This design comes from an exercise in tuning for small area and a short achievable clock period on the open sky130 flow, not from production work. Function was checked by simulation only, so behaviour that the tests miss may differ from the original. No activity file was given, so power comes from the tool's default toggle rates.

==> module sp_rdtree, before the edit <==
module sp_rdtree (
   input  logic [255:0] sel,
   input  logic [255:0] dat,
   input  logic         other,
   input  logic         en_n,
   output logic         y
);
   logic [31:0] u;    
   logic [15:0] v;    
   logic [3:0]  w;    
   logic        x_n;  
   for (genvar j = 0; j < 32; j++) begin : g_l1
      sp_grp8 u_g (.s(sel[8*j +: 8]), .d(dat[8*j +: 8]), .y(u[j]));
   end
   for (genvar i = 0; i < 16; i++) begin : g_l2
      sp_nor2 u_g (.a(u[2*i]), .b(u[2*i+1]), .y(v[i]));
   end
   for (genvar h = 0; h < 4; h++) begin : g_l3
      sp_nand4 u_g (.a(v[4*h]), .b(v[4*h+1]), .c(v[4*h+2]), .d(v[4*h+3]),
                    .y(w[h]));
   end
   sp_nor4    u_l4 (.a(w[0]), .b(w[1]), .c(w[2]), .d(w[3]), .y(x_n));
   sp_o21bai  u_l5 (.a1(x_n), .a2(en_n), .b1_n(other), .y(y));
endmodule
==> flow/config.mk <==
export PLATFORM = sky130hd
export DESIGN_NAME = seccpu_port_responder
export DESIGN_NICKNAME = seccpu_port_responder
export VERILOG_FILES = /design/flow/design.v
export SDC_FILE = /design/flow/constraint.sdc
export NUM_CORES = 4
export LEC_CHECK = 0
export CAP_MARGIN = 10
export CORE_MARGIN = 2
export CORE_UTILIZATION = 60
export CTS_CLUSTER_DIAMETER = 60
export CTS_CLUSTER_SIZE = 20
export PLACE_DENSITY = 0.7
export SETUP_SLACK_MARGIN = 3.0
export SLEW_MARGIN = 10
export SYNTH_HIERARCHICAL = 1
export SYNTH_MEMORY_MAX_BITS = 4096
export SYNTH_MINIMUM_KEEP_SIZE = 0
export TNS_END_PERCENT = 5
==> flow/constraint.sdc <==
create_clock -name core_clock -period 6.0 [get_ports {clk}]
set_input_delay 1.2000 -clock core_clock [delete_from_list [all_inputs] [get_ports {clk}]]
set_output_delay 1.2000 -clock core_clock [all_outputs]
set_load 0.01 [all_outputs]
run.sh (not shown) runs the stock make flow with config.mk's settings and CLKGATE_MAP_FILE= SYNTH_SCRIPT=/design/flow/synth_recipe.tcl, a recipe that flattens the netlist after the stock synthesis.
Then changed:
--- a/flow/design.v
+++ b/flow/design.v
@@ -184,26 +184,27 @@
    input  logic [255:0] dat,
    input  logic         other,
    input  logic         en_n,
    output logic         y
 );
    logic [31:0] u;    
-   logic [15:0] v;    
-   logic [3:0]  w;    
+   logic [7:0]  v;    
+   logic [1:0]  w;    
    logic        x_n;  
    for (genvar j = 0; j < 32; j++) begin : g_l1
       sp_grp8 u_g (.s(sel[8*j +: 8]), .d(dat[8*j +: 8]), .y(u[j]));
    end
-   for (genvar i = 0; i < 16; i++) begin : g_l2
-      sp_nor2 u_g (.a(u[2*i]), .b(u[2*i+1]), .y(v[i]));
-   end
-   for (genvar h = 0; h < 4; h++) begin : g_l3
+   for (genvar i = 0; i < 8; i++) begin : g_l2
+      sp_nor4 u_g (.a(u[4*i]), .b(u[4*i+1]), .c(u[4*i+2]), .d(u[4*i+3]),
+                   .y(v[i]));
+   end
+   for (genvar h = 0; h < 2; h++) begin : g_l3
       sp_nand4 u_g (.a(v[4*h]), .b(v[4*h+1]), .c(v[4*h+2]), .d(v[4*h+3]),
                     .y(w[h]));
    end
-   sp_nor4    u_l4 (.a(w[0]), .b(w[1]), .c(w[2]), .d(w[3]), .y(x_n));
+   sp_nor2    u_l4 (.a(w[0]), .b(w[1]), .y(x_n));
    sp_o21bai  u_l5 (.a1(x_n), .a2(en_n), .b1_n(other), .y(y));
 endmodule
 module sp_grp8 (input logic [7:0] s, input logic [7:0] d, output logic y);
    assign y = |(s & d);
 endmodule
 module sp_inv (input logic a, output logic y);
Final area is lower by 0.57%.
Non-clock buffer count came out lower by 108.
Setup slack loses 0.0047 ns.
Total power barely changes.
Clock skew barely changes.
Via count fell by 2.2%.
Sequential power hardly moves.
Global-route usage came out lower by 0.58 points.
Sequential share of layout area grows by 0.41 points.
Final cell count goes down by about 2.3%.
Area after synthesis stays flat.

port drivers added, routing unchanged:
Ports are ideal in the flow. The routed layouts listed here were re-timed in OpenROAD.
Step 1 assumes that a clkbuf_16 drives the clock port and a buf_2 every other input.
Step 2 also shifts input and output timing later by t, the mid clock arrival at the registers, as if the neighbouring blocks saw the same clock.
a / b / c = no drivers / after step 1 / after step 2; a / b = the first two.
run	t, ns	setup slack, ns	worst setup path after step 2	latest minus earliest clock arrival (ns)	pins driven straight from the clock port
the first run	1.018	2.417 / 2.333 / 1.315	input to register	0.059 / 0.059	1
the second run	0.994	2.412 / 2.421 / 1.427	input to register	0.048 / 0.048	1
After both steps setup and hold are still met in every run listed. The setup slack of the first run, which loses most, moves by -0.084 ns with the drivers and by -1.102 ns with both steps.
